What follows belongs to an exercise in optimizing a design on an open flow for a short achievable clock period and few clock cycles; a production flow would make more cautious choices. The RTL was checked by simulation tests, not by an equivalence proof against the original design. The flow treats the clock pin as an ideal source, which a real chip does not have. Power figures rest on the tool's default switching activity, not on a simulated workload.

File: flow/flow/run.sh
#!/bin/bash
# Own layout flow: the standard ORFS flow (the standard.sh, with its
# synthesis unchanged), with
# - the port buffers made as buf_8 cells instead of the small delay buffers
#   buffer_ports picks by default,
# - the resizer free to change a cell's footprint,
# - a fanout limit set before each repair step (flow/max_fanout.tcl).
# Each step's full log is kept by ORFS under orfs/logs/; make's own output
# goes to make_finish.log here.
set -euo pipefail
W=$(pwd)
MF="$W/flow/max_fanout.tcl"
bash "$W/standard.sh" \
	MATCH_CELL_FOOTPRINT=0 \
	"BUFFER_PORTS_ARGS=-buffer_cell sky130_fd_sc_hd__buf_8" \
	PRE_RESIZE_TCL="$MF" \
	PRE_CTS_TCL="$MF" \
	PRE_GLOBAL_ROUTE_TCL="$MF" \
	finish > "$W/make_finish.log" 2>&1
File: flow/flow/max_fanout.tcl
# Limit the fanout the resizer leaves on any net, so that high-fanout nets
# (the address bits and their decoded selects) get balanced buffer trees
# instead of chains of slew-repair buffers.
set_max_fanout 16 [current_design]
File: flow/standard.sh
#!/bin/bash
# synth_recipe.tcl (not shown) runs the flow's synth.tcl, then flattens the netlist and writes it again
# the make line also repeats each setting of config.mk as NAME=value (left out here)
make -C /OpenROAD-flow-scripts/flow DESIGN_CONFIG=/design/flow/config.mk WORK_HOME=/design/flow/orfs CLKGATE_MAP_FILE= SYNTH_SCRIPT=/design/flow/synth_recipe.tcl "${@:-finish}"
File: flow/config.mk
export PLATFORM = sky130hd
export DESIGN_NAME = lc3b_cache
export DESIGN_NICKNAME = lc3b_cache
export VERILOG_FILES = /design/flow/design.v
export SDC_FILE = /design/flow/constraint.sdc
export NUM_CORES = 4
export LEC_CHECK = 0
export CAP_MARGIN = 20
export CORE_MARGIN = 2
export CORE_UTILIZATION = 50
export SETUP_SLACK_MARGIN = 4.4
export SLEW_MARGIN = 80
export SYNTH_HIERARCHICAL = 1
File: flow/constraint.sdc
create_clock -name core_clock -period 7.0 [get_ports {clk}]
set_input_delay 1.4000 -clock core_clock [delete_from_list [all_inputs] [get_ports {clk}]]
set_output_delay 1.4000 -clock core_clock [all_outputs]
set_load 0.01 [all_outputs]
File: flow/design.v
`default_nettype none
`default_nettype wire
`timescale 1ns/1ps
`default_nettype none
module byte_insert (
	input logic [4-1:0] sel_index,
	input logic [16-1:0] write_data,
	input logic [128-1:0] input_data,
	input logic [1:0] mem_byte_enable,
	output logic [128-1:0] output_data
	);
logic [6:0] lo_pos;
logic [6:0] hi_pos;
assign lo_pos = {sel_index[3:1], 4'h0};
assign hi_pos = {sel_index[3:1], 4'h8};
always_comb begin
	output_data = input_data;
	if (mem_byte_enable[0]) begin
		output_data[lo_pos +: 8] = write_data[7:0];
	end
	if (mem_byte_enable[1]) begin
		output_data[hi_pos +: 8] = write_data[16-1:8];
	end
end
endmodule
`default_nettype wire
`timescale 1ns/1ps
`default_nettype none
module set_sweep_counter (
	input wire logic clk,
	input wire logic rst_n,
	input wire logic sweep_start,
	output logic [3-1:0] sweep_index,
	output logic sweep_last
	);
logic [3-1:0] count;
always_ff @(posedge clk) begin
	if (!rst_n) begin
		count <= '0;
	end else if (sweep_start) begin
		count <= count + 1'b1;
	end
end
assign sweep_index = count;
assign sweep_last = (count == {3{1'b1}});  
endmodule
`default_nettype wire
`timescale 1ns/1ps
`default_nettype none
module cache_control (
	input wire logic clk,
	input wire logic rst_n,
	output logic ctrl_load_data,
	output logic ctrl_load_tag,
	output logic ctrl_set_dirty,
	output logic ctrl_clear_dirty,
	output logic ctrl_fill_select,
	output logic ctrl_wb_select,
	output logic ctrl_sweep_en,
	input wire logic ctrl_hit,
	input wire logic ctrl_dirty,
	input wire logic mem_read,
	input wire logic mem_write,
	input wire logic pmem_resp,
	input wire logic sweep_last,
	output logic sweep_start,
	output logic mem_resp,
	output logic pmem_read,
	output logic pmem_write
	);
typedef enum logic [2:0] {
	INIT,
	IDLE,
	WRITEBACK,
	FILL,
	RESPOND
} cache_state_t;
cache_state_t state;
cache_state_t next_state;
always_ff @(posedge clk) begin
	if (!rst_n) begin
		state <= INIT;
	end else begin
		state <= next_state;
	end
end
always_comb begin
	next_state = state;
	ctrl_load_data = 1'b0;
	ctrl_load_tag = 1'b0;
	ctrl_set_dirty = 1'b0;
	ctrl_clear_dirty = 1'b0;
	ctrl_fill_select = 1'b0;
	ctrl_wb_select = 1'b0;
	ctrl_sweep_en = 1'b0;
	sweep_start = 1'b0;
	mem_resp = 1'b0;
	pmem_read = 1'b0;
	pmem_write = 1'b0;
	case (state)
		INIT: begin
			sweep_start = 1'b1;
			ctrl_sweep_en = 1'b1;
			if (sweep_last) begin
				next_state = IDLE;
			end
		end
		IDLE: begin
			if (mem_read || mem_write) begin
				if (ctrl_hit) begin
					next_state = RESPOND;
					if (mem_write) begin
						ctrl_load_data = 1'b1;  
						ctrl_set_dirty = 1'b1;
					end
				end else if (ctrl_dirty) begin
					next_state = WRITEBACK;
				end else begin
					next_state = FILL;
				end
			end
		end
		WRITEBACK: begin
			pmem_write = 1'b1;
			ctrl_wb_select = 1'b1;  
			if (pmem_resp) begin
				next_state = FILL;
			end
		end
		FILL: begin
			pmem_read = 1'b1;
			ctrl_fill_select = 1'b1;
			if (pmem_resp) begin
				ctrl_load_data = 1'b1;
				ctrl_load_tag = 1'b1;
				ctrl_clear_dirty = 1'b1;
				next_state = IDLE;  
			end
		end
		RESPOND: begin
			mem_resp = 1'b1;
			next_state = IDLE;
		end
		default: begin
			next_state = INIT;
		end
	endcase
end
endmodule
`default_nettype wire
`timescale 1ns/1ps
`default_nettype none
module g_aoi221 (
	input logic a1, b1, a2, b2, c,
	output logic y
	);
assign y = ~((a1 & b1) | (a2 & b2) | c);
endmodule
module g_aoi22 (
	input logic a1, b1, a2, b2,
	output logic y
	);
assign y = ~((a1 & b1) | (a2 & b2));
endmodule
module g_nand4 (
	input logic a, b, c, d,
	output logic y
	);
assign y = ~(a & b & c & d);
endmodule
module g_nand2 (
	input logic a, b,
	output logic y
	);
assign y = ~(a & b);
endmodule
module g_and4 (
	input logic a, b, c, d,
	output logic y
	);
assign y = a & b & c & d;
endmodule
module g_nor3 (
	input logic a, b, c,
	output logic y
	);
assign y = ~(a | b | c);
endmodule
module g_xor2 (
	input logic a, b,
	output logic y
	);
assign y = a ^ b;
endmodule
module g_mux2 (
	input logic s, a, b,
	output logic y
	);
assign y = s ? a : b;
endmodule
module dec3_oh (
	input logic [2:0] a,
	output logic [7:0] oh
	);
always_comb begin
	for (int i = 0; i < 8; i++) begin
		oh[i] = (a == i[2:0]);
	end
end
endmodule
module dec3en_oh (
	input logic [2:0] a,
	input logic en,
	output logic [7:0] oh
	);
always_comb begin
	for (int i = 0; i < 8; i++) begin
		oh[i] = en && (a == i[2:0]);
	end
end
endmodule
module sel8_oh #(
	parameter int W = 1
	) (
	input logic [7:0] oh,
	input logic [8*W-1:0] d,
	output logic [W-1:0] y
	);
for (genvar b = 0; b < W; b++) begin : g_bit
	logic n0, n1, n2, n3;
	g_aoi22 u0 (.a1(oh[0]), .b1(d[b]), .a2(oh[1]), .b2(d[W+b]), .y(n0));
	g_aoi22 u1 (.a1(oh[2]), .b1(d[2*W+b]), .a2(oh[3]), .b2(d[3*W+b]), .y(n1));
	g_aoi22 u2 (.a1(oh[4]), .b1(d[4*W+b]), .a2(oh[5]), .b2(d[5*W+b]), .y(n2));
	g_aoi22 u3 (.a1(oh[6]), .b1(d[6*W+b]), .a2(oh[7]), .b2(d[7*W+b]), .y(n3));
	g_nand4 u4 (.a(n0), .b(n1), .c(n2), .d(n3), .y(y[b]));
end
endmodule
module sel8c_oh #(
	parameter int W = 1
	) (
	input logic [7:0] oh,
	input logic [8*W-1:0] d,
	input logic [W-1:0] c,
	output logic [W-1:0] y
	);
for (genvar b = 0; b < W; b++) begin : g_bit
	logic n0, n1, n2, n3;
	g_aoi22 u0 (.a1(oh[0]), .b1(d[b]), .a2(oh[1]), .b2(d[W+b]), .y(n0));
	g_aoi22 u1 (.a1(oh[2]), .b1(d[2*W+b]), .a2(oh[3]), .b2(d[3*W+b]), .y(n1));
	g_aoi22 u2 (.a1(oh[4]), .b1(d[4*W+b]), .a2(oh[5]), .b2(d[5*W+b]), .y(n2));
	g_aoi221 u3 (.a1(oh[6]), .b1(d[6*W+b]), .a2(oh[7]), .b2(d[7*W+b]), .c(c[b]), .y(n3));
	g_nand4 u4 (.a(n0), .b(n1), .c(n2), .d(n3), .y(y[b]));
end
endmodule
module hit8 #(
	parameter int TB = 9
	) (
	input logic [7:0] sel,
	input logic [8*TB-1:0] tags,
	input logic [TB-1:0] req_tag,
	output logic hit
	);
logic [7:0] miss_n;
for (genvar i = 0; i < 8; i++) begin : g_set
	logic [TB-1:0] x;
	logic e0, e1, e2;
	for (genvar j = 0; j < TB; j++) begin : g_x
		g_xor2 u_x (.a(tags[TB*i+j]), .b(req_tag[j]), .y(x[j]));
	end
	g_nor3 u_e0 (.a(x[0]), .b(x[1]), .c(x[2]), .y(e0));
	g_nor3 u_e1 (.a(x[3]), .b(x[4]), .c(x[5]), .y(e1));
	g_nor3 u_e2 (.a(x[6]), .b(x[7]), .c(x[8]), .y(e2));
	g_nand4 u_t (.a(sel[i]), .b(e0), .c(e1), .d(e2), .y(miss_n[i]));
end
logic a0, a1;
g_and4 u_a0 (.a(miss_n[0]), .b(miss_n[1]), .c(miss_n[2]), .d(miss_n[3]), .y(a0));
g_and4 u_a1 (.a(miss_n[4]), .b(miss_n[5]), .c(miss_n[6]), .d(miss_n[7]), .y(a1));
g_nand2 u_h (.a(a0), .b(a1), .y(hit));
endmodule
module mux2_w #(
	parameter int W = 1
	) (
	input logic s,
	input logic [W-1:0] a,
	input logic [W-1:0] b,
	output logic [W-1:0] y
	);
for (genvar k = 0; k < W; k++) begin : g_bit
	g_mux2 u_m (.s(s), .a(a[k]), .b(b[k]), .y(y[k]));
end
endmodule
`default_nettype wire
`timescale 1ns/1ps
`default_nettype none
module lc3b_cache (
	input wire logic clk,
	input wire logic rst_n,
	input wire logic mem_read,
	input wire logic mem_write,
	input logic [16-1:0] mem_address,
	input logic [16-1:0] mem_wdata,
	input logic [1:0] mem_byte_enable,
	output logic [16-1:0] mem_rdata,
	output logic mem_resp,
	output logic pmem_read,
	output logic pmem_write,
	output logic [9+3-1:0] pmem_address,
	output logic [128-1:0] pmem_wdata,
	input logic [128-1:0] pmem_rdata,
	input wire logic pmem_resp
	);
localparam int SETS = 8;
localparam int TB = 9;
localparam int IB = 3;
localparam int LB = 128;
localparam int WB = 16;
logic [LB-1:0] data_array [SETS];
logic [TB-1:0] tag_array [SETS];
logic [SETS-1:0] valid;
logic [SETS-1:0] dirty;
logic resp_q;
logic resp_int;  
logic [WB-1:0] rdata_q;
logic pread_q;
logic pwrite_q;
logic [TB+IB-1:0] paddr_q;
logic [LB-1:0] pwdata_q;
assign mem_resp = resp_q;
assign mem_rdata = rdata_q;
assign pmem_read = pread_q;
assign pmem_write = pwrite_q;
assign pmem_address = paddr_q;
assign pmem_wdata = pwdata_q;
logic e_wb;
logic e_fill;
logic [IB-1:0] f_idx;
logic [TB-1:0] f_tag;
logic [15:0] mask;
logic st_q;
logic st_wr;
logic wc_q;
logic wc_pend_q;
logic [IB-1:0] wc_idx;
logic [2:0] wc_word;
logic [WB-1:0] wc_data;
logic [1:0] wc_be;
logic [TB-1:0] req_tag;
logic [IB-1:0] index;
logic [2:0] word;
logic req;
assign req_tag = mem_address[15:7];
assign index = mem_address[6:4];
assign word = mem_address[3:1];
assign req = mem_read | mem_write;
logic [SETS-1:0] idx_oh;
logic [7:0] word_oh;
dec3_oh u_idx_dec (.a(index), .oh(idx_oh));
dec3_oh u_word_dec (.a(word), .oh(word_oh));
logic e_busy;
assign e_busy = e_wb | e_fill;
logic fill_now;
assign fill_now = e_fill & pmem_resp;
logic pend;
assign pend = e_busy && (index == f_idx);
logic [TB*SETS-1:0] tags_flat;
for (genvar i = 0; i < SETS; i++) begin : g_tags
	assign tags_flat[TB*i +: TB] = tag_array[i];
end
logic hit;
hit8 #(.TB(TB)) u_hit (.sel(idx_oh & valid), .tags(tags_flat), .req_tag(req_tag), .hit(hit));
logic victim_dirty;
sel8_oh #(.W(1)) u_vd (.oh(idx_oh), .d(valid & dirty), .y(victim_dirty));
logic [1:0] wmask_q;
logic rd_wait;
logic fill_sel;
assign fill_sel = fill_now && rd_wait;
logic [WB*SETS-1:0] words_flat;
logic [8*8-1:0] lo_bytes, hi_bytes;
for (genvar w = 0; w < 8; w++) begin : g_bytes
	assign lo_bytes[8*w +: 8] = pmem_rdata[16*w +: 8];
	assign hi_bytes[8*w +: 8] = pmem_rdata[16*w+8 +: 8];
end
for (genvar i = 0; i < SETS; i++) begin : g_word
	logic [7:0] w_oh;
	dec3_oh u_dec (.a(word), .oh(w_oh));
	sel8_oh #(.W(WB)) u_word (.oh(w_oh), .d(data_array[i]), .y(words_flat[WB*i +: WB]));
end
logic [1:0] e_arr, r_en;
assign e_arr = {2{rd_wait}} & ~wmask_q;
assign r_en = ~e_arr;
logic [7:0] arr_oh_lo, arr_oh_hi;
dec3en_oh u_arr_dec_lo (.a(word), .en(e_arr[0]), .oh(arr_oh_lo));
dec3en_oh u_arr_dec_hi (.a(word), .en(e_arr[1]), .oh(arr_oh_hi));
logic [WB-1:0] arrive_word;
sel8_oh #(.W(8)) u_arrive_lo (.oh(arr_oh_lo), .d(lo_bytes), .y(arrive_word[7:0]));
sel8_oh #(.W(8)) u_arrive_hi (.oh(arr_oh_hi), .d(hi_bytes), .y(arrive_word[15:8]));
logic [8*SETS-1:0] lo_words, hi_words;
for (genvar i = 0; i < SETS; i++) begin : g_half
	assign lo_words[8*i +: 8] = words_flat[WB*i +: 8];
	assign hi_words[8*i +: 8] = words_flat[WB*i+8 +: 8];
end
logic [SETS-1:0] r_oh_lo, r_oh_hi;
dec3en_oh u_r_dec_lo (.a(index), .en(r_en[0]), .oh(r_oh_lo));
dec3en_oh u_r_dec_hi (.a(index), .en(r_en[1]), .oh(r_oh_hi));
logic [WB-1:0] word_out;
sel8c_oh #(.W(8)) u_rword_lo (.oh(r_oh_lo), .d(lo_words), .c(arrive_word[7:0]), .y(word_out[7:0]));
sel8c_oh #(.W(8)) u_rword_hi (.oh(r_oh_hi), .d(hi_words), .c(arrive_word[15:8]), .y(word_out[15:8]));
logic [LB*SETS-1:0] all_lines;
for (genvar i = 0; i < SETS; i++) begin : g_lines
	assign all_lines[LB*i +: LB] = data_array[i];
end
logic [TB*SETS-1:0] vtags_flat;
for (genvar i = 0; i < SETS; i++) begin : g_vtag
	mux2_w #(.W(TB)) u_vt (.s(valid[i] & dirty[i]), .a(tag_array[i]), .b(req_tag), .y(vtags_flat[TB*i +: TB]));
end
logic [SETS-1:0] l_oh;
dec3en_oh u_l_dec (.a(index), .en(!e_wb), .oh(l_oh));
logic [LB-1:0] pwdata_d;
sel8c_oh #(.W(LB)) u_pwdata (.oh(l_oh), .d(all_lines), .c({LB{e_wb}} & pwdata_q), .y(pwdata_d));
logic look_en;
assign look_en = !e_busy || fill_now;
logic [TB+IB-1:0] paddr_busy, paddr_d;
mux2_w #(.W(TB+IB)) u_paddr_busy (.s(e_wb && pmem_resp), .a({f_tag, f_idx}), .b(paddr_q), .y(paddr_busy));
logic [SETS-1:0] a_oh;
dec3en_oh u_a_dec (.a(index), .en(look_en), .oh(a_oh));
sel8c_oh #(.W(TB)) u_paddr_tag (.oh(a_oh), .d(vtags_flat), .c({TB{!look_en}} & paddr_busy[TB+IB-1:IB]), .y(paddr_d[TB+IB-1:IB]));
assign paddr_d[IB-1:0] = look_en ? index : paddr_busy[IB-1:0];
logic lookup;
assign lookup = req && !resp_int;
logic e_free;
assign e_free = !e_busy || (fill_now && !pend);
logic go_m;
assign go_m = lookup && e_free;
logic e_wb_base, e_fill_base;
assign e_wb_base = e_wb && !pmem_resp;
assign e_fill_base = (e_wb && pmem_resp) || (e_fill && !pmem_resp);
logic [6:0] ctl_h, ctl_m, ctl_d;
assign ctl_h = {rst_n && lookup && !mem_write && pend && !fill_now,
	rst_n && lookup && (!pend || mem_write || fill_sel),
	rst_n && lookup && mem_write,
	1'b0,
	rst_n && e_wb_base,
	rst_n && e_fill_base,
	pend && !fill_now};
assign ctl_m = {rst_n && lookup && !mem_write && (go_m || (rd_wait && pend && !fill_now)),
	rst_n && go_m && mem_write,
	rst_n && go_m && mem_write,
	rst_n && go_m,
	rst_n && (go_m ? victim_dirty : e_wb_base),
	rst_n && (go_m ? !victim_dirty : e_fill_base),
	go_m || (pend && !fill_now)};
mux2_w #(.W(7)) u_ctl (.s(hit), .a(ctl_h), .b(ctl_m), .y(ctl_d));
logic [2:0] ctl_o;
mux2_w #(.W(3)) u_ctl_out (.s(hit), .a({ctl_h[5], ctl_h[2], ctl_h[1]}), .b({ctl_m[5], ctl_m[2], ctl_m[1]}), .y(ctl_o));
always_ff @(posedge clk) begin
	rd_wait <= ctl_d[6];
	resp_int <= ctl_d[5];
	resp_q <= ctl_o[2];
	wc_q <= ctl_d[4];
	st_q <= ctl_d[3];
	e_wb <= ctl_d[2];
	pwrite_q <= ctl_o[1];
	e_fill <= ctl_d[1];
	pread_q <= ctl_o[0];
	wc_pend_q <= ctl_d[0];
end
always_ff @(posedge clk) begin
	pwdata_q <= pwdata_d;
	paddr_q <= paddr_d;
	if (!e_busy || fill_now) begin
		f_idx <= index;
		f_tag <= req_tag;
		st_wr <= mem_write;
	end
	wc_idx <= index;
	wc_word <= word;
	wc_data <= mem_wdata;
	wc_be <= mem_byte_enable;
	rdata_q <= word_out;
	wmask_q <= st_q ? 2'b00 : {mask[{word, 1'b1}], mask[{word, 1'b0}]};
	if (st_q) begin
		mask <= '0;
	end
	if (wc_q && wc_pend_q) begin
		if (wc_be[0]) mask[{wc_word, 1'b0}] <= 1'b1;
		if (wc_be[1]) mask[{wc_word, 1'b1}] <= 1'b1;
	end
end
always_ff @(posedge clk) begin
	for (int i = 0; i < SETS; i++) begin
		for (int k = 0; k < 16; k++) begin
			if (wc_q && wc_idx == i[IB-1:0] && wc_word == k[3:1] && wc_be[k % 2]) begin
				data_array[i][8*k +: 8] <= wc_data[8*(k % 2) +: 8];
			end else if (fill_now && f_idx == i[IB-1:0] && !mask[k]) begin
				data_array[i][8*k +: 8] <= pmem_rdata[8*k +: 8];
			end
		end
		if (st_q && f_idx == i[IB-1:0]) begin
			tag_array[i] <= f_tag;
			dirty[i] <= st_wr;
		end else if (wc_q && wc_idx == i[IB-1:0]) begin
			dirty[i] <= 1'b1;
		end
	end
end
always_ff @(posedge clk) begin
	if (!rst_n) begin
		valid <= '0;
	end else if (st_q) begin
		valid[f_idx] <= 1'b1;
	end
end
endmodule
`default_nettype wire
==> summary.txt, run 1 <==
Timing
  • Fmax: 0.355 GHz
  • Tmin final: 2.82 ns
  • Final setup viols: 0
  • Final period utilization: 40.3%
  • Max Slew Vio Count: 0
  • RSZ-0062 raised after global routing: yes
  • Final hold vios: 0
  • Clock skew: 0.0222 ns

Power
  • Comb power frac: 15.6%
  • Leakage power: 0.0336 uW
  • Max VDD drop: 246 uV
  • Pwr Density: 207 nW/um^2
  • Switching Share: 26.9%
  • Clk pwr share: 40.3%
  • Sequential share of power: 44.1%
  • Internal power: 15300 uW
  • Power Total: 20900 uW
  • Switching power: 5620 uW

Floorplanning
  • Core area: 150000 sq um
  • Die area: 154000 sq um
  • Die X: 392 microns
  • IO Pins: 326
  • Die height: 392 microns
  • Starting Density: 50.4%
  • Row cnt: 142

Critical path
  • Critical path arrival: 3.44 ns
  • Worst R2R End: rdata_q[11]
  • Slowest CP cell: a221oi_2
  • CP peak stage delay: 0.28 ns
  • Critical path type: input port to flop
  • CP max FO: 8
  • Type of origin of the critical path: input port
  • Crit path cell chain: buf_12, buf_12, buf_6, buf_12, buf_8, and3b_4, buf_12, a22oi_2, buf_6, nand4_1, a221oi_2, nand4_1
  • Reg2Reg Launch Point: rd_wait
  • Crit end category: flop
  • CP most frequent cell: buf_12
  • FF-to-FF setup slack: 4.30 ns
  • Required @ worst endpoint: 7.62 ns
  • R2r worst-path depth: 11

Min path
  • Min-Delay Path Class: flop to flop
  • Worst Hold Launch: f_tag[5]
  • Hold Path End: tag_array[6][5]
  • Hold depth: 0

Final layout
  • Sequential Area: 38300 sq um
  • Fillcell total: 10600
  • Fraction of layout cells with a size suffix above 1: 70.5%
  • Layout Utilization: 67.5%
  • Area of the multi-input gates: 39600 sq um
  • Cell Count, Final, Fillers Out: 8602
  • P&R area growth vs syn: 34.0%
  • Final net count: 6630

Synthesis
  • Syn avg cell area: 15.1 sq um
  • Largest area contributor in the netlist: edfxtp_1
  • Syn nets: 5161
  • EDFF count, synth: 1117
  • Yosys reg bits: 1333
  • Commonest cells post-synth: edfxtp_1, a22oi_2, mux2_2, nand4_1, dfxtp_1
  • Mapped cell area: 75400 sq um
  • Most frequent cell after synthesis: edfxtp_1
  • Yosys cell types: 60
  • Top cell type's share of synthesized area: 44.5%
  • Yosys warns: 13
  • Sequential area share after synthesis: 50.2%
  • Post-Syn Instances: 4981
  • Ranking of synthesized cells by area: edfxtp_1, a22oi_2, mux2_2
  • Post-synth ARST share: 0%
  • Most used DFF post-synth: edfxtp_1

Route
  • Final ANT Viol Nets: 0
  • Routed wl met2: 148000 microns
  • WL final: 348000 microns
  • Iter 0 DRT Violations: 8670
  • Routed via count: 60200
  • # DRC: 0
  • Met3 routed WL: 53700 microns
  • Wirelength per Cell: 40.4 microns
  • Met1 wire length: 131000 microns
  • Drt first pass iters: 6
  • Top Layer Used: met5
  • Vias/cell: 7.00

Placed design
  • GPL Wtd Cong: 1.03
  • DP Cell Count: 8145
  • Count of buffers from port buffering: 324
  • Hpwl dp: 271000 microns

GRT
  • Vias in the first global route: 57100
  • First-pass GRT wire length: 466000 microns
  • GRT overflow: 0
  • Initial antenna violation count: 11
  • Total GRT Usage: 44.1%
  • Largest net degree at the start of global routing: 17

Clock network
  • Worst-path clk slew: 0.06 ns
  • CTS tree: done
  • TritonCTS Buffers: 156
  • Hold buffers post-CTS: 0
  • Clock sink count: 1333
  • Worst skew pair latency: 0.80 ns

Flow run
  • MaxCap Viol Count: 0

Run status
  • Status: finished clean
-- Yosys stat by module (local to each module, per instance), a selection --
module | cell area (sq um) | copies in the design | flip-flops and latches
lc3b_cache | 54700 | 1 | 1333
dec3en_oh | 96.3 | 6 | 0
g_aoi221 | 15.0 | 153 | 0
g_mux2 | 15.0 | 94 | 0
g_aoi22 | 12.5 | 1039 | 0
g_nand4 | 6.26 | 306 | 0
g_nand2 | 3.75 | 1 | 0
-- cells by family after synthesis --
family	after synthesis	synth area share, %
AO/OA/AOI/OAI	1351	21.7
flip-flops	1333	50.2
multiplexers	1128	17.4
AND/OR/NAND/NOR	847	8.38
buffers and inverters	233	1.28
XOR/XNOR	75	0.871
adder cells (fa/ha/maj)	13	0.216
other	1	0.00497
-- power by group through the flow --
| stage | clock network [uW] | logic (uW) | registers (uW) |
|---|---|---|---|
| floorplan | 0 | 1300 | 9240 |
| global placement | 0 | 2480 | 9440 |
| detailed placement | 0 | 2960 | 9360 |
| CTS | 8420 | 3080 | 9220 |
| global route | 8730 | 3340 | 9240 |
| finish | 8440 | 3270 | 9220 |
-- state kept, by name, indices dropped and copies added, names as in the netlist, 2 cells and up --
| signal | cells |
|---|---|
| data_array | 1024 |
| dirty | 8 |
| f_idx | 3 |
| f_tag | 9 |
| mask | 16 |
| paddr_q | 12 |
| pwdata_q | 128 |
| rdata_q | 16 |
| tag_array | 72 |
| valid | 8 |
| wc_be | 2 |
| wc_data | 16 |
| wc_idx | 3 |
| wc_word | 3 |
| wmask_q | 2 |
-- final cells by class --
cell class / instances / area share [%]
repair buffers: 1516 / 15.1
clock inverters: 55 / 0.601
clock buffers: 234 / 4.55
well taps: 2016 / 2.50
diodes: 5 / 0.0124
inverters: 27 / 0.104
flip-flops and latches: 1333 / 37.9
multi-input cells: 3416 / 39.2
-- layout by cell type (no fill, tap or decap), types with 74 or more instances in the layout --
cell,netlist,layout
mux2_4,95,95
clkbuf_16,0,170
buf_4,8,276
edfxtp_1,1117,1117
nand4_1,308,308
mux2_1,95,95
mux2_2,932,932
buf_8,0,364
buf_2,33,252
dfxtp_4,0,74
buf_6,3,180
a22oi_2,1039,1039
nor2_4,90,120
and2_1,155,139
o22ai_4,0,119
a221oi_2,153,149
dfxtp_2,0,126
clkbuf_2,0,238
-- how the worst max path moves through the flow --
| stage | from | endpoint | slack, ns | depth (start not counted) |
|---|---|---|---|---|
| 2_1_floorplan | mem_address[6] | pwdata_q[100] | -0.18 | 3 |
| 3_3_place_gp | mem_address[1] | rdata_q[9] | 2.71 | 7 |
| 3_5_place_dp | mem_address[1] | rdata_q[9] | 2.72 | 12 |
| 4_1_cts | pwdata_q[88] | pmem_wdata[88] | 4.24 | 1 |
| 5_1_grt | mem_address[1] | rdata_q[9] | 4.19 | 13 |
| 6_report | mem_address[1] | rdata_q[6] | 4.18 | 12 |
-- timing repair --
item,4_1_cts,5_1_grt
gates cloned,2,6
buffers inserted,67,42
pin swaps,88,58
setup endpoints to repair,506,408
resized for setup,520,128
-- critical path, delay by kind of cell --
kind	cells	cell delay (ns)
buffers and inverters	7	0.92
and+or+nand+nor	3	0.57
AOI/OAI and AO/OA	2	0.50
-- metal layers --
layer	vias up	global-route usage (%)
met2	4706	63.7
met5	-	0
met4	10	15.3
met3	744	19.5
met1	30700	58.4
li1	24100	-
-- per-stage QoR --
step / setup TNS [ns] / cell area [sq um] / hold slack (ns) / setup WS, ns
final: 0 / 101000 / 0.500 / 4.18
after global routing: 0 / 101000 / 0.506 / 4.19
after CTS: 0 / 99700 / 0.499 / 4.24
after detailed placement: 0 / 92700 / 0.485 / 2.72
after global placement: 0 / 84000 / 0.485 / 2.71
after floorplan: -18.94 / 76800 / 0.442 / -0.180
Testbench counts, summed over its fixed seeds: cycles 70,052.
==> inputs of run 2 (changes only) <==
--- a/flow/config.mk
+++ b/flow/config.mk
@@ -7,7 +7,7 @@
 export LEC_CHECK = 0
 export CAP_MARGIN = 20
 export CORE_MARGIN = 2
-export CORE_UTILIZATION = 50
+export CORE_UTILIZATION = 60
 export SETUP_SLACK_MARGIN = 4.4
 export SLEW_MARGIN = 80
 export SYNTH_HIERARCHICAL = 1
==> run 2 against run 1 <==
Effect of this change:
- clock skew grew 0.016 ns
- flip-flop and latch count is the same
- non-clock buffer count shrank 6
- combinational power grew 2%
- critical path depth shrank 1
- worst hold slack gained 0.020 ns
- clock power shrank 6.9%
- register-to-register slack is essentially flat
- final cell count shrank 4.4%
- critical endpoint is now rdata_q[7]
- cell area shrank 0.70%
- global-route usage grew 7.2 points
==> summary.txt, run 2 <==
Clock network
  • Clock sink count: 1333 (unchanged)
  • Worst-path clk slew: 0.06 ns (about the same)
  • TritonCTS Buffers: 149 (was 156)
  • Worst skew pair latency: 0.82 ns (was 0.80 ns)
  • CTS tree: done (unchanged)
  • Hold buffers post-CTS: 0 (unchanged)

Synthesis
  • Largest area contributor in the netlist: edfxtp_1 (unchanged)
  • Most frequent cell after synthesis: edfxtp_1 (unchanged)
  • Yosys cell types: 60 (unchanged)
  • EDFF count, synth: 1117 (unchanged)
  • Sequential area share after synthesis: 50.2% (unchanged)
  • Syn avg cell area: 15.1 sq um (unchanged)
  • Syn nets: 5161 (unchanged)
  • Post-Syn Instances: 4981 (unchanged)
  • Mapped cell area: 75400 sq um (unchanged)
  • Commonest cells post-synth: edfxtp_1, a22oi_2, mux2_2, nand4_1, dfxtp_1 (unchanged)
  • Yosys warns: 13 (unchanged)
  • Top cell type's share of synthesized area: 44.5% (unchanged)
  • Most used DFF post-synth: edfxtp_1 (unchanged)
  • Post-synth ARST share: 0% (unchanged)
  • Yosys reg bits: 1333 (unchanged)
  • Ranking of synthesized cells by area: edfxtp_1, a22oi_2, mux2_2 (unchanged)

Critical path
  • R2r worst-path depth: 11 (unchanged)
  • Required @ worst endpoint: 7.67 ns (was 7.62 ns)
  • Type of origin of the critical path: input port (unchanged)
  • Critical path arrival: 3.47 ns (was 3.44 ns)
  • Critical path type: input port to flop (unchanged)
  • CP max FO: 8 (unchanged)
  • Crit end category: flop (unchanged)

Timing
  • Max Slew Vio Count: 0 (unchanged)
  • Final hold vios: 0 (unchanged)
  • Final period utilization: 39.9% (was 40.3%)
  • Final setup viols: 0 (unchanged)
  • Clock skew: 0.0381 ns (was 0.0222 ns)
  • Setup TNS: 0 ns (unchanged)
  • Tmin final: 2.79 ns (was 2.82 ns)
  • Fmax: 0.358 GHz (was 0.355 GHz)
  • RSZ-0062 raised after global routing: yes (unchanged)

GRT
  • Met1 Usage GRT: 63.4% (was 58.4%)
  • GRT overflow: 0 (unchanged)
  • Vias in the first global route: 59000 (was 57100)
  • First-pass GRT wire length: 457000 microns (was 466000 microns)
  • Total GRT Usage: 51.2% (was 44.1%)
  • GR met3 Demand/Resource: 26.6% (was 19.5%)
  • Largest net degree at the start of global routing: 17 (unchanged)
  • Initial antenna violation count: 12 (was 11)
  • GRT met2 Usage: 73.9% (was 63.7%)
  • Most used routing layer: met2 (unchanged)

Route
  • # DRC: 0 (unchanged)
  • Routed via count: 63300 (was 60200)
  • Wirelength per Cell: 42.0 microns (was 40.4 microns)
  • Iter 0 DRT Violations: 12300 (was 8670)
  • Vias/cell: 7.70 (was 7.00)
  • WL final: 345000 microns (was 348000 microns)
  • Final ANT Viol Nets: 0 (unchanged)
  • Drt first pass iters: 12 (was 6)

Final layout
  • Fillcell total: 6817 (was 10600)
  • Final net count: 6619 (was 6630)
  • Final instance area: 100000 sq um (was 101000 sq um)
  • Largest reg by FF count: data_array (unchanged)
  • P&R area growth vs syn: 33.0% (was 34.0%)
  • Max reg flops: 1024 (unchanged)
  • Fraction of layout cells with a size suffix above 1: 70.5% (about the same)
  • Commonest non-fill, non-tap cell in the layout: edfxtp_1 (unchanged)
  • Regs by FF count: data_array x1024, pwdata_q x128, tag_array x72 (unchanged)
  • Commonest non-fill, non-tap cells in the layout: edfxtp_1, a22oi_2, mux2_2 (unchanged)

Floorplanning
  • Row cnt: 130 (was 142)
  • IO Pins: 326 (unchanged)
  • Die area: 129000 sq um (was 154000 sq um)
  • Core area: 125000 sq um (was 150000 sq um)
  • Starting Density: 60.2% (was 50.4%)
  • Die X: 359 microns (was 392 microns)
  • Die height: 359 microns (was 392 microns)

Min path
  • Min-Delay Path Class: flop to flop (unchanged)
  • Hold depth: 1 (was 0)

Power
  • Max VDD drop: 271 uV (was 246 uV)
  • Pwr Density: 203 nW/um^2 (was 207 nW/um^2)
  • Power Total: 20400 uW (was 20900 uW)
  • Leakage power: 0.0334 uW (was 0.0336 uW)

Placed design
  • Count of buffers from port buffering: 324 (unchanged)
  • Placed cell area: 91900 sq um (was 92700 sq um)
  • GPL Wtd Cong: 1.08 (was 1.03)
  • Hpwl dp: 255000 microns (was 271000 microns)

Flow run
  • MaxCap Viol Count: 0 (unchanged)

Run status
  • Status: finished clean (unchanged)
run 2: cell types whose count changed in the layout (fill, tap and decap cells not counted), sizes merged:
cell          before   now
buf             1169  1162
clkbuf           577   556
and2             155   156
inv               32    29
bufinv             9     7
diode              5    10
clkinv            36    52
dlymetal6s2s       4     0
and3              10    11
run 2: cells by family after synthesis:
| logic type | share of synthesized area [%] |
|---|---|
| compound gates | 21.7 |
| xor+xnor | 0.871 |
| fa+ha+maj | 0.216 |
| buf+inv | 1.28 |
| flops | 50.2 |
| mux | 17.4 |
| other cells | 0.00497 |
| simple gates | 8.38 |
run 2: repair_timing:
action / in CTS / in global routing
gates cloned: 5 / 11
setup buffers: 64 / 50
endpoints found under the setup margin: 505 / 387
pin swaps: 40 / 96
gates resized for setup: 430 / 238
run 2: per-module statistics from Yosys, one instance, submodules excluded, a selection:
module	cells inside	cell area [sq um]	copies in the design	flops+latches
g_nand4	1	6.26	306	0
g_aoi22	1	12.5	1039	0
g_aoi221	1	15.0	153	0
g_and4	1	8.76	2	0
g_mux2	1	15.0	94	0
dec3en_oh	8	96.3	6	0
run 2: final cells by class:
class | count | area [sq um] | area share, %
clock inverter | 66 | 582 | 0.580
tap | 1650 | 2060 | 2.06
antenna | 10 | 25.0 | 0.0249
multi-input combinational | 3418 | 39700 | 39.6
clock buffer | 208 | 4170 | 4.15
sequential | 1333 | 38300 | 38.2
inverter | 27 | 108 | 0.107
timing repair buffer | 1510 | 15400 | 15.3
run 2: metal layers:
layer / share of wire, % / vias to the layer above / wire length (microns)
met3: 18 / 1541 / 61200
li1: - / 24100 / -
met1: 34 / 31400 / 116000
met4: 6.9 / 36 / 23900
met2: 42 / 6245 / 143000
met5: 0.29 / - / 998
run 2: report_power, final:
| part | switching [uW] | total (uW) | leakage, uW | internal, uW |
|---|---|---|---|---|
| Sequential | 308 | 9220 | 0.0119 | 8910 |
| Clock | 3430 | 7860 | 0.00233 | 4430 |
| Combinational | 1810 | 3330 | 0.0192 | 1520 |
| Total | 5550 | 20400 | 0.0334 | 14900 |
run 2: metrics by stage:
stage                     cells  hold WS (ns)  util [%]  worst slack (ns)
after global placement     6823         0.452      66.7              2.86
after detailed placement   7727         0.487      73.4              2.91
after floorplan            4981         0.442         -            -0.180
final                      8222         0.520      80.1              4.21
after CTS                  8070         0.496      78.5              4.25
after global routing       8212         0.512      80.1              4.23
run 2: final timing paths:
path | startpoint | to | slack, ns
max | mem_address[2] | rdata_q[7] | 4.21
min | mask[4] | mask[4] | 0.52
max reg2reg | e_wb | pwdata_q[62] | 4.31
min reg2reg | mask[4] | mask[4] | 0.52
run 2: critical path, stage by stage:
cell and delay, ns:
buf_12 0.12, clkbuf_16 0.17, buf_4 0.15, clkbuf_16 0.16, and4bb_4 0.26, a22oi_2 0.22, clkbuf_2 0.23, nand4_1 0.12
a221oi_2 0.21, nand4_1 0.20, buf_6 0.20
==> inputs of run 3 (changes only) <==
--- a/flow/config.mk
+++ b/flow/config.mk
@@ -7,7 +7,8 @@
 export LEC_CHECK = 0
 export CAP_MARGIN = 20
 export CORE_MARGIN = 2
-export CORE_UTILIZATION = 60
-export SETUP_SLACK_MARGIN = 4.4
+export CORE_UTILIZATION = 50
+export PLACE_DENSITY = 0.75
+export SETUP_SLACK_MARGIN = 4.6
 export SLEW_MARGIN = 80
 export SYNTH_HIERARCHICAL = 1
==> run 3 against run 2 <==
Effect of this change:
- still clean on timing, DRC and antenna
- critical path depth did not move
- area after synthesis unchanged
- clock power up 7.6%
- count of clock-buffer cells in the layout increased by 5
==> summary.txt, run 3 <==
Floorplanning
  • Core area: 150000 sq um (was 125000 sq um)
  • Die height: 392 microns (was 359 microns)
  • Starting Density: 50.4% (was 60.2%)
  • Die area: 154000 sq um (was 129000 sq um)
  • IO Pins: 326 (unchanged)
  • Row cnt: 142 (was 130)
  • Die X: 392 microns (was 359 microns)

Timing
  • Max Slew Vio Count: 0 (unchanged)
  • Worst setup margin: 3.96 ns (was 4.21 ns)
  • Least-Margin Pin Slew: 0.859 ns
  • Clock skew: 0.0496 ns (was 0.0381 ns)
  • Fmax: 0.329 GHz (was 0.358 GHz)
  • Worst Hold Slack: 0.476 ns (was 0.520 ns)
  • Final hold vios: 0 (unchanged)
  • RSZ-0062 raised after global routing: yes (unchanged)
  • Tmin final: 3.04 ns (was 2.79 ns)
  • Final setup viols: 0 (unchanged)
  • Max_slew headroom: 42.5%
  • Final period utilization: 43.4% (was 39.9%)

Synthesis
  • Commonest cells post-synth: edfxtp_1, a22oi_2, mux2_2, nand4_1, dfxtp_1 (unchanged)
  • Largest family of logic cells by synthesized area: compound AO/OA/AOI/OAI gates (unchanged)
  • Mapped cell area: 75400 sq um (unchanged)
  • Syn nets: 5161 (unchanged)
  • Yosys cell types: 60 (unchanged)
  • Most frequent cell after synthesis: edfxtp_1 (unchanged)
  • Simple-Gate Fraction of Synth Area: 8.38% (unchanged)
  • EDFF count, synth: 1117 (unchanged)
  • Post-synthesis mux area share: 17.4% (unchanged)
  • Post-Syn Instances: 4981 (unchanged)
  • Top cell type's share of synthesized area: 44.5% (unchanged)
  • Syn avg cell area: 15.1 sq um (unchanged)
  • Ranking of synthesized cells by area: edfxtp_1, a22oi_2, mux2_2 (unchanged)
  • Yosys warns: 13 (unchanged)
  • Compound-Gate Fraction of Synth Area: 21.7% (unchanged)
  • Yosys reg bits: 1333 (unchanged)
  • Post-synth ARST share: 0% (unchanged)
  • Sequential area share after synthesis: 50.2% (unchanged)
  • Most used DFF post-synth: edfxtp_1 (unchanged)
  • XOR/XNOR Fraction of Synth Area: 0.871% (unchanged)
  • Synth Area in Adders: 0.216% (unchanged)
  • Largest area contributor in the netlist: edfxtp_1 (unchanged)

Placed design
  • Pre-CTS setup slack: 2.56 ns (was 2.91 ns)
  • GPL Wtd Cong: 1.04 (was 1.08)
  • Hpwl dp: 257000 microns (was 255000 microns)
  • Placed cell area: 92300 sq um (was 91900 sq um)
  • Count of buffers from port buffering: 324 (unchanged)

Route
  • # DRC: 0 (unchanged)
  • Wirelength per Cell: 42.8 microns (was 42.0 microns)
  • Vias/cell: 7.52 (was 7.70)
  • Drt first pass iters: 9 (was 12)
  • Final ANT Viol Nets: 0 (unchanged)
  • Top Layer Used: met5 (unchanged)
  • Iter 0 DRT Violations: 12000 (was 12300)
  • Routed via count: 66400 (was 63300)
  • Met3 routed WL: 65300 microns (was 61200 microns)
  • WL final: 378000 microns (was 345000 microns)
  • Met1 wire length: 121000 microns (was 116000 microns)
  • Routed wl met2: 156000 microns (was 143000 microns)

Clock network
  • Worst-path clk slew: 0.06 ns (about the same)
  • TritonCTS Buffers: 150 (was 149)
  • Clock sink count: 1333 (unchanged)
  • Hold buffers post-CTS: 0 (unchanged)
  • Worst skew pair latency: 0.87 ns (was 0.82 ns)
  • CTS tree: done (unchanged)

Min path
  • Min-Delay Path Class: flop to flop (unchanged)
  • Worst Hold Launch: f_tag[2] (was mask[4])

Final layout
  • Regs by FF count: data_array x1024, pwdata_q x128, tag_array x72 (unchanged)
  • Commonest non-fill, non-tap cells in the layout: edfxtp_1, a22oi_2, mux2_2 (unchanged)
  • Final instance area: 105000 sq um (was 100000 sq um)
  • Layout Utilization: 70.3% (was 80.1%)
  • P&R area growth vs syn: 39.7% (was 33.0%)
  • Fillcell total: 9146 (was 6817)
  • Commonest non-fill, non-tap cell in the layout: edfxtp_1 (unchanged)
  • Fraction of layout cells with a size suffix above 1: 72.1% (was 70.5%)
  • Max reg flops: 1024 (unchanged)
  • Largest reg by FF count: data_array (unchanged)
  • Final net count: 6844 (was 6619)

Critical path
  • Critical path launch point: mem_address[1] (was mem_address[2])
  • Critical path type: input port to flop (unchanged)
  • Reg2Reg Launch Point: e_wb (unchanged)
  • Required @ worst endpoint: 7.72 ns (was 7.67 ns)
  • Crit end category: flop (unchanged)
  • Critical path arrival: 3.76 ns (was 3.47 ns)
  • CP max FO: 8 (unchanged)
  • Type of origin of the critical path: input port (unchanged)

Power
  • Pwr Density: 202 nW/um^2 (was 203 nW/um^2)
  • Comb power frac: 17.0% (was 16.3%)
  • Clk pwr share: 39.7% (was 38.5%)
  • Internal power: 15400 uW (was 14900 uW)
  • Switching Share: 27.7% (was 27.2%)
  • Switching power: 5900 uW (was 5550 uW)
  • Leakage power: 0.0354 uW (was 0.0334 uW)
  • Sequential share of power: 43.3% (was 45.2%)
  • Max VDD drop: 273 uV (was 271 uV)

Flow run
  • MaxCap Viol Count: 0 (unchanged)

GRT
  • Total GRT Usage: 44.1% (was 51.2%)
  • Initial antenna violation count: 31 (was 12)
  • First-pass GRT wire length: 473000 microns (was 457000 microns)
  • GRT overflow: 0 (unchanged)
  • Vias in the first global route: 60800 (was 59000)
  • Largest net degree at the start of global routing: 23 (was 17)

Run status
  • Status: finished clean (unchanged)
run 3: cell counts after synthesis:
Identical to the previous run, type by type.
run 3: per-layer routing:
layer / vias up / track usage, %
li1: 24600 / -
met1: 32600 / 53.5
met2: 6874 / 66.2
met3: 2357 / 19.6
met4: 52 / 22.5
met5: - / 0.542
run 3: critical path, cell delays in order:
cell,delay [ns]
buf_12,0.13
buf_12,0.15
buf_8,0.14
and3_4,0.19
buf_6,0.19
a22oi_2,0.42
clkbuf_2,0.29
nand4_1,0.14
a221oi_2,0.27
nand4_1,0.21
buf_6,0.20
run 3: per-stage QoR:
stage,cells,total power [uW],setup TNS (ns)
after floorplan,4981,10500,-18.94
after global routing,8809,21500,0
after global placement,7181,11900,0
after CTS,8526,20600,0
final,8830,21300,0
after detailed placement,8072,12300,0
run 3: cell type report:
cell class                 instances  area, sq um  area share (%)
clock buffer                     213         4320            4.10
sequential                      1333        38300            36.4
antenna                           23         57.6          0.0546
inverter                          27          144           0.137
multi-input combinational       3423        40200            38.2
clock inverter                    66          757           0.718
timing repair buffer            1729        19000            18.1
tap                             2016         2520            2.39
run 3: cell families after synthesis:
kind of cell,after synthesis
AO/OA/AOI/OAI,1351
flip-flops,1333
multiplexers,1128
AND/OR/NAND/NOR,847
buffers and inverters,233
XOR/XNOR,75
adder cells (fa/ha/maj),13
other,1
run 3: final timing paths:
| path | end | slack [ns] | cells after the start |
|---|---|---|---|
| min | tag_array[4][2] | 0.48 | 0 |
| max reg2reg | resp_q | 4.21 | 12 |
| min reg2reg | tag_array[4][2] | 0.48 | 0 |
| max | rdata_q[15] | 3.96 | 11 |
run 3: Yosys stat by module (local to each module, per instance), excerpt:
| module | flops+latches | cells | area (sq um) | times used |
|---|---|---|---|---|
| lc3b_cache | 1333 | 3170 | 54700 | 1 |
| dec3en_oh | 0 | 8 | 96.3 | 6 |
| dec3_oh | 0 | 8 | 65.1 | 9 |
| g_aoi221 | 0 | 1 | 15.0 | 153 |
| g_mux2 | 0 | 1 | 15.0 | 94 |
| g_aoi22 | 0 | 1 | 12.5 | 1039 |
| g_nor3 | 0 | 1 | 10.0 | 24 |
| g_and4 | 0 | 1 | 8.76 | 2 |
| g_xor2 | 0 | 1 | 8.76 | 72 |
| g_nand4 | 0 | 1 | 6.26 | 306 |
| g_nand2 | 0 | 1 | 3.75 | 1 |
run 3: what timing repair did:
action | CTS | global route
cloned | 17 | 16
buffers inserted | 158 | 186
resized for setup | 880 | 387
pin swaps | 263 | 297
hold endpoints to repair | 0 | 0
endpoints found under the setup margin | 1290 | 1006
run 3: power groups by stage:
stage | logic, uW | registers (uW) | clock network (uW)
6_report | 3620 | 9240 | 8460
4_1_cts | 3140 | 9220 | 8260
3_5_place_dp | 2890 | 9360 | 0
5_1_grt | 3620 | 9240 | 8650
2_1_floorplan | 1290 | 9240 | 0
3_3_place_gp | 2420 | 9430 | 0
==> inputs of run 4 (changes only) <==
--- a/flow/config.mk
+++ b/flow/config.mk
@@ -7,8 +7,7 @@
 export LEC_CHECK = 0
 export CAP_MARGIN = 20
 export CORE_MARGIN = 2
-export CORE_UTILIZATION = 50
-export PLACE_DENSITY = 0.75
-export SETUP_SLACK_MARGIN = 4.6
+export CORE_UTILIZATION = 60
+export SETUP_SLACK_MARGIN = 4.25
 export SLEW_MARGIN = 80
 export SYNTH_HIERARCHICAL = 1
==> run 4 against run 3 <==
Effect of this change:
- still clean on timing, DRC and antenna
- first-iteration DRC count shrank 8.3%
- cell area down 6.5%
- maximum frequency rose by 3.9%
- sequential power decreased by 0.4%
- via count fell by 6.2%
- critical path depth is the same
==> summary.txt, run 4 <==
Placed design
  • Hpwl dp: 256000 microns (was 257000 microns)
  • Count of buffers from port buffering: 324 (unchanged)
  • GPL Wtd Cong: 1.03 (was 1.04)
  • DP Cell Count: 7718 (was 8072)
  • Pre-CTS setup slack: 2.70 ns (was 2.56 ns)
  • Placed cell area: 91700 sq um (was 92300 sq um)

Synthesis
  • EDFF count, synth: 1117 (unchanged)
  • Top cell type's share of synthesized area: 44.5% (unchanged)
  • Syn nets: 5161 (unchanged)
  • Yosys reg bits: 1333 (unchanged)
  • Mapped cell area: 75400 sq um (unchanged)
  • Most frequent cell after synthesis: edfxtp_1 (unchanged)
  • Largest area contributor in the netlist: edfxtp_1 (unchanged)
  • Commonest cells post-synth: edfxtp_1, a22oi_2, mux2_2, nand4_1, dfxtp_1 (unchanged)
  • Post-synth ARST share: 0% (unchanged)
  • Ranking of synthesized cells by area: edfxtp_1, a22oi_2, mux2_2 (unchanged)
  • Yosys cell types: 60 (unchanged)
  • Sequential area share after synthesis: 50.2% (unchanged)
  • Syn avg cell area: 15.1 sq um (unchanged)
  • Yosys warns: 13 (unchanged)
  • Most used DFF post-synth: edfxtp_1 (unchanged)
  • Post-Syn Instances: 4981 (unchanged)

Timing
  • Worst setup margin: 4.08 ns (was 3.96 ns)
  • Fmax: 0.342 GHz (was 0.329 GHz)
  • Tmin final: 2.92 ns (was 3.04 ns)
  • Max Slew Vio Count: 0 (unchanged)
  • Clock skew: 0.0359 ns (was 0.0496 ns)
  • Final period utilization: 41.7% (was 43.4%)
  • RSZ-0062 raised after global routing: yes (unchanged)
  • Final setup viols: 0 (unchanged)
  • Final hold vios: 0 (unchanged)
  • Worst Hold Slack: 0.473 ns (was 0.476 ns)

GRT
  • Largest net degree at the start of global routing: 17 (was 23)
  • Total GRT Usage: 51.0% (was 44.1%)
  • Initial antenna violation count: 19 (was 31)
  • GRT overflow: 0 (unchanged)
  • Vias in the first global route: 58700 (was 60800)
  • First-pass GRT wire length: 454000 microns (was 473000 microns)

Floorplanning
  • Die area: 129000 sq um (was 154000 sq um)
  • Row cnt: 130 (was 142)
  • IO Pins: 326 (unchanged)
  • Core area: 125000 sq um (was 150000 sq um)
  • Die height: 359 microns (was 392 microns)
  • Die X: 359 microns (was 392 microns)
  • Starting Density: 60.2% (was 50.4%)

Route
  • WL final: 339000 microns (was 378000 microns)
  • Wirelength per Cell: 41.7 microns (was 42.8 microns)
  • # DRC: 0 (unchanged)
  • Vias/cell: 7.65 (was 7.52)
  • Routed via count: 62300 (was 66400)
  • Iter 0 DRT Violations: 11000 (was 12000)
  • Drt first pass iters: 8 (was 9)
  • Final ANT Viol Nets: 0 (unchanged)

Final layout
  • Final instance area: 98600 sq um (was 105000 sq um)
  • Cell Count, Final, Fillers Out: 8134 (was 8830)
  • Commonest non-fill, non-tap cell in the layout: edfxtp_1 (unchanged)
  • Final net count: 6521 (was 6844)
  • Sequential Area: 38100 sq um (was 38300 sq um)
  • Fraction of layout cells with a size suffix above 1: 68.2% (was 72.1%)
  • Layout Utilization: 78.7% (was 70.3%)
  • Largest reg by FF count: data_array (unchanged)
  • Commonest non-fill, non-tap cells in the layout: edfxtp_1, a22oi_2, mux2_2 (unchanged)
  • P&R area growth vs syn: 30.7% (was 39.7%)
  • Max reg flops: 1024 (unchanged)
  • Area of the multi-input gates: 39600 sq um (was 40200 sq um)
  • Regs by FF count: data_array x1024, pwdata_q x128, tag_array x72 (unchanged)
  • Fillcell total: 7176 (was 9146)

Critical path
  • Critical path type: input port to flop (unchanged)
  • Type of origin of the critical path: input port (unchanged)
  • Critical path arrival: 3.66 ns (was 3.76 ns)
  • Required @ worst endpoint: 7.73 ns (was 7.72 ns)
  • Crit end category: flop (unchanged)
  • CP max FO: 16 (was 8)

Clock network
  • Clock sink count: 1333 (unchanged)
  • Worst skew pair latency: 0.83 ns (was 0.87 ns)
  • CTS tree: done (unchanged)
  • Worst-path clk slew: 0.06 ns (about the same)
  • TritonCTS Buffers: 149 (was 150)

Flow run
  • MaxCap Viol Count: 0 (unchanged)

Min path
  • Min-Delay Path Class: flop to flop (unchanged)

Power
  • Leakage power: 0.0327 uW (was 0.0354 uW)
  • Max VDD drop: 289 uV (was 273 uV)
  • Pwr Density: 208 nW/um^2 (was 202 nW/um^2)

Run status
  • Status: finished clean (unchanged)
run 4: cell count changes in the layout (fill, tap and decap cells not counted), moves of 40 or more:
cell and change:
buf_12 -71, buf_4 -248, buf_6 -133, clkbuf_2 +164, dfxtp_1 +120, dfxtp_2 -80
dfxtp_4 -40
run 4: worst paths after layout:
path,start,end,slack [ns],cells past startpoint
hold reg to reg,mask[4],mask[4],0.47,1
setup / recovery,mem_address[6],pwdata_q[75],4.08,11
hold / removal,mask[4],mask[4],0.47,1
setup reg to reg,e_wb,pwdata_q[52],4.17,10
run 4: repair_timing:
action,4_1_cts,5_1_grt
buffers inserted,25,16
hold buffers,0,0
pin swaps,16,19
gates cloned,1,2
setup endpoints to repair,205,167
resized for setup,203,80
run 4: final cells by class:
type	instances	area share, %
diodes	15	0.0381
clock buffers	205	4.30
clock inverters	74	0.720
inverters	27	0.109
multi-input cells	3416	40.2
flip-flops and latches	1333	38.6
well taps	1650	2.09
repair buffers	1414	13.9
run 4: stage by stage:
step                power (uW)  TNS (ns)
floorplan                10500    -18.94
global placement         11800         0
detailed placement       12300         0
CTS                      20200         0
global route             20800         0
finish                   20500         0
run 4: power breakdown:
group	internal (uW)	switching, uW
Combinational	1430	1770
Clock	4660	3470
Sequential	8890	304
run 4: per-module statistics from Yosys, one instance, submodules excluded, a selection:
| module | cells inside | copies in the design | cell area [sq um] |
|---|---|---|---|
| dec3en_oh | 8 | 6 | 96.3 |
| g_aoi22 | 1 | 1039 | 12.5 |
| g_nand4 | 1 | 306 | 6.26 |
| dec3_oh | 8 | 9 | 65.1 |
| g_nand2 | 1 | 1 | 3.75 |
| g_aoi221 | 1 | 153 | 15.0 |
| g_mux2 | 1 | 94 | 15.0 |
run 4: routing by layer:
| layer | up-vias | routed length (microns) | GRT usage, % |
|---|---|---|---|
| li1 | 23900 | - | - |
| met1 | 30900 | 115000 | 62.6 |
| met2 | 6017 | 140000 | 72.4 |
| met3 | 1419 | 61200 | 28.2 |
| met4 | 36 | 23400 | 24.6 |
| met5 | - | 477 | 0.481 |
run 4: critical path: stages:
cell and delay, ns:
buf_8 0.14, buf_12 0.13, buf_4 0.15, and4bb_4 0.45, buf_4 0.25, buf_12 0.27, buf_4 0.17, buf_6 0.23
buf_8 0.25, a22oi_2 0.08, nand4_1 0.11
run 4: cells by family (layout without fill, tap and decap cells):
kind of cell	after synthesis	count (layout)	synth area share, %
AOI/OAI and AO/OA	1351	1351	21.7
xor gates and xnor gates	75	75	0.871
adders and majority gates	13	13	0.216
buffers and inverters	233	1720	1.28
DFF	1333	1333	50.2
muxes	1128	1128	17.4
other	1	16	0.00497
and+or+nand+nor	847	848	8.38
==> inputs of run 5 (changes only) <==
--- a/flow/config.mk
+++ b/flow/config.mk
@@ -8,6 +8,6 @@
 export CAP_MARGIN = 20
 export CORE_MARGIN = 2
 export CORE_UTILIZATION = 60
-export SETUP_SLACK_MARGIN = 4.25
-export SLEW_MARGIN = 80
+export SETUP_SLACK_MARGIN = 4.4
+export SLEW_MARGIN = 60
 export SYNTH_HIERARCHICAL = 1
==> run 5 against run 4 <==
Effect of this change:
- still clean on timing, DRC and antenna
- non-clock buffer count down 577
- via count down 5.6%
- clock skew down 0.010 ns
- flip-flop and latch count unchanged
- clock power about the same
- area after synthesis unchanged
- critical path type unchanged
- critical endpoint is now rdata_q[7]
==> summary.txt, run 5 <==
Min path
  • Min-Delay Path Class: flop to flop (unchanged)
  • Worst Hold Launch: mask[4] (unchanged)

Floorplanning
  • Die X: 359 microns (unchanged)
  • Core area: 125000 sq um (unchanged)
  • Starting Density: 60.2% (unchanged)
  • Die area: 129000 sq um (unchanged)
  • Row cnt: 130 (unchanged)
  • Die height: 359 microns (unchanged)
  • IO Pins: 326 (unchanged)

Route
  • Iter 0 DRT Violations: 9676 (was 11000)
  • Vias/cell: 7.78 (was 7.65)
  • WL final: 326000 microns (was 339000 microns)
  • Met1 wire length: 113000 microns (was 115000 microns)
  • Routed wl met2: 137000 microns (was 140000 microns)
  • Met3 routed WL: 56800 microns (was 61200 microns)
  • Final ANT Viol Nets: 0 (unchanged)
  • Top Layer Used: met5 (unchanged)
  • # DRC: 0 (unchanged)
  • Drt first pass iters: 6 (was 8)
  • Routed via count: 58800 (was 62300)
  • Wirelength per Cell: 43.2 microns (was 41.7 microns)

Clock network
  • CTS tree: done (unchanged)
  • Worst-path clk slew: 0.06 ns (about the same)
  • Clock sink count: 1333 (unchanged)
  • TritonCTS Buffers: 147 (was 149)
  • Worst skew pair latency: 0.81 ns (was 0.83 ns)

Placed design
  • Count of buffers from port buffering: 324 (unchanged)
  • GPL Wtd Cong: 1.08 (was 1.03)
  • Pre-CTS setup slack: 1.92 ns (was 2.70 ns)
  • Hpwl dp: 243000 microns (was 256000 microns)

Power
  • Pwr Density: 214 nW/um^2 (was 208 nW/um^2)
  • Max VDD drop: 294 uV (was 289 uV)
  • Power Total: 20400 uW (was 20500 uW)
  • Leakage power: 0.0302 uW (was 0.0327 uW)

Final layout
  • Layout Utilization: 76.0% (was 78.7%)
  • Area of the multi-input gates: 39300 sq um (was 39600 sq um)
  • Final net count: 5944 (was 6521)
  • Max reg flops: 1024 (unchanged)
  • Fillcell total: 7562 (was 7176)
  • Regs by FF count: data_array x1024, pwdata_q x128, tag_array x72 (unchanged)
  • Sequential Area: 38200 sq um (was 38100 sq um)
  • Largest reg by FF count: data_array (unchanged)
  • Commonest non-fill, non-tap cell in the layout: edfxtp_1 (unchanged)
  • P&R area growth vs syn: 26.3% (was 30.7%)
  • Fraction of layout cells with a size suffix above 1: 66.7% (was 68.2%)
  • Commonest non-fill, non-tap cells in the layout: edfxtp_1, a22oi_2, mux2_2 (unchanged)

Synthesis
  • Yosys reg bits: 1333 (unchanged)
  • Top cell type's share of synthesized area: 44.5% (unchanged)
  • Ranking of synthesized cells by area: edfxtp_1, a22oi_2, mux2_2 (unchanged)
  • EDFF count, synth: 1117 (unchanged)
  • Most used DFF post-synth: edfxtp_1 (unchanged)
  • Post-synth ARST share: 0% (unchanged)
  • Commonest cells post-synth: edfxtp_1, a22oi_2, mux2_2, nand4_1, dfxtp_1 (unchanged)
  • Syn nets: 5161 (unchanged)
  • Yosys warns: 13 (unchanged)
  • Most frequent cell after synthesis: edfxtp_1 (unchanged)
  • Post-Syn Instances: 4981 (unchanged)
  • Largest area contributor in the netlist: edfxtp_1 (unchanged)
  • Mapped cell area: 75400 sq um (unchanged)
  • Syn avg cell area: 15.1 sq um (unchanged)
  • Sequential area share after synthesis: 50.2% (unchanged)
  • Yosys cell types: 60 (unchanged)

Critical path
  • CP max FO: 16 (unchanged)
  • Critical path type: input port to flop (unchanged)
  • Crit path cell chain: buf_12, clkbuf_16, buf_6, and3_4, a22oi_2, nand4_1, a221oi_2, nand4_1 (was buf_8, buf_12, buf_4, and4bb_4, buf_4, buf_12, buf_4, buf_6, buf_8, a22oi_2, nand4_1)
  • Critical path launch point: mem_address[3] (was mem_address[6])
  • Required @ worst endpoint: 7.47 ns (was 7.73 ns)
  • Critical path arrival: 3.54 ns (was 3.66 ns)
  • Reg2Reg Launch Point: rd_wait (was e_wb)
  • CP peak stage delay: 0.47 ns (was 0.45 ns)
  • Slowest CP cell: nand4_1 (was and4bb_4)
  • CP top delay family: simple AND/OR/NAND/NOR gates (was buffers and inverters)
  • Worst path bufs/invs: 3 (was 8)
  • Type of origin of the critical path: input port (unchanged)
  • Crit end category: flop (unchanged)
  • CP most frequent cell: nand4_1 (was buf_4)

Timing
  • Worst setup margin: 3.93 ns (was 4.08 ns)
  • RSZ-0062 raised after global routing: yes (unchanged)
  • Final hold vios: 0 (unchanged)
  • Least-Margin Pin Slew: 0.666 ns
  • Final setup viols: 0 (unchanged)
  • Worst Hold Slack: 0.489 ns (was 0.473 ns)
  • Max Slew Vio Count: 0 (unchanged)
  • Final period utilization: 43.9% (was 41.7%)
  • Max_slew headroom: 55.5%
  • Tmin final: 3.07 ns (was 2.92 ns)
  • Setup TNS: 0 ns (unchanged)
  • Fmax: 0.325 GHz (was 0.342 GHz)
  • Clock skew: 0.0256 ns (was 0.0359 ns)

GRT
  • Largest net degree at the start of global routing: 17 (unchanged)
  • Initial antenna violation count: 17 (was 19)
  • First-pass GRT wire length: 435000 microns (was 454000 microns)
  • Vias in the first global route: 54500 (was 58700)
  • Total GRT Usage: 49.2% (was 51.0%)
  • GRT overflow: 0 (unchanged)

Flow run
  • MaxCap Viol Count: 0 (unchanged)

Run status
  • Status: finished clean (unchanged)
run 5: changes by cell type in the layout (fill, tap and decap cells not counted), moves of 53 or more:
cell,previous run,this run
buf_2,225,89
buf_6,135,54
dfxtp_1,133,19
clkbuf_2,321,1
dfxtp_2,41,152
buf_12,48,101
run 5: through the flow:
step	instances	cell area [sq um]
6_report	7554	95200
5_1_grt	7541	95200
4_1_cts	7450	93700
3_5_place_dp	7058	86000
3_3_place_gp	6823	83500
2_1_floorplan	4981	76800
run 5: routing by layer:
layer  track usage (%)  up-vias
li1                  -    22700
met1              61.4    29700
met2              71.1     5292
met3              26.5     1042
met4              19.5       33
met5              1.00        -
run 5: cell families (layout without fill, tap and decap cells):
kind of cell	after synthesis	in the layout	synth area share [%]
AOI/OAI and AO/OA	1351	1351	21.7
DFF	1333	1333	50.2
muxes	1128	1128	17.4
and+or+nand+nor	847	849	8.38
buffers and inverters	233	1141	1.28
xor gates and xnor gates	75	75	0.871
adders and majority gates	13	13	0.216
other	1	14	0.00497
run 5: timing repair:
action	4_1_cts	5_1_grt
cloned	5	9
hold buffers	0	0
pin swaps	107	104
setup buffers	111	78
endpoints found under the setup margin	1308	743
resized for setup	643	91
run 5: cell type report:
class	count	area share, %
antenna	13	0.0342
clock buffer	209	4.52
clock inverter	67	0.699
inverter	27	0.118
multi-input combinational	3417	41.2
sequential	1333	40.1
tap	1650	2.17
timing repair buffer	837	11.1
timing repair inverter	1	0.00788
run 5: per-module statistics from Yosys (local to each module, per instance), a selection:
| module | flops+latches | copies in the design |
|---|---|---|
| g_aoi221 | 0 | 153 |
| g_xor2 | 0 | 72 |
| g_aoi22 | 0 | 1039 |
| g_nor3 | 0 | 24 |
| g_mux2 | 0 | 94 |
| g_nand2 | 0 | 1 |
| g_and4 | 0 | 2 |
| lc3b_cache | 1333 | 1 |
| dec3_oh | 0 | 9 |
| dec3en_oh | 0 | 6 |
| g_nand4 | 0 | 306 |
run 5: worst paths after layout:
| path | cells past startpoint | endpoint | slack, ns |
|---|---|---|---|
| worst max-delay path | 8 | rdata_q[7] | 3.93 |
| worst min-delay path | 1 | mask[4] | 0.49 |
| worst max register to register | 7 | rdata_q[7] | 3.98 |
| worst min register to register | 1 | mask[4] | 0.49 |
run 5: power breakdown:
part           switching [uW]  internal, uW
clock                    3420          4700
sequential                319          8920
combinational            1670          1360

==> afterwards: timing with drivers on the ports <==
No port has a modelled driver above. Below, the same layouts with a new extraction and two added sets of constraints.
Step 1 sets driving cells, clkbuf_16 on the clock port and buf_2 on the other inputs (assumed; they add their load-dependent delay and slew).
Step 2 moves the port delays by t, midway between the first and last clock arrival at a register: inputs arrive t later, outputs are due t later. That takes back most of the time a late clock gives input paths.
a / b / c = ideal / step 1 / step 2; a / b = the first two.
run	shift t [ns]	slack for setup (ns)	latest minus earliest clock arrival (ns)	worst data-port slew with drivers (ns)	cell pins on the clock port's net
run 1	0.875	4.181 / 4.162 / 3.327	0.025 / 0.025	0.23	1
run 2	0.885	4.208 / 4.171 / 3.357	0.041 / 0.041	0.21	1
run 3	0.939	3.963 / 4.001 / 3.063	0.057 / 0.057	0.24	1
run 4	0.895	4.078 / 4.122 / 3.227	0.035 / 0.036	0.20	1
run 5	0.879	3.928 / 3.956 / 3.076	0.027 / 0.027	0.21	1
After both steps every run listed still meets setup and hold. The setup slack of run 3, which loses most, moves by +0.038 ns with the drivers and by -0.900 ns with both steps.
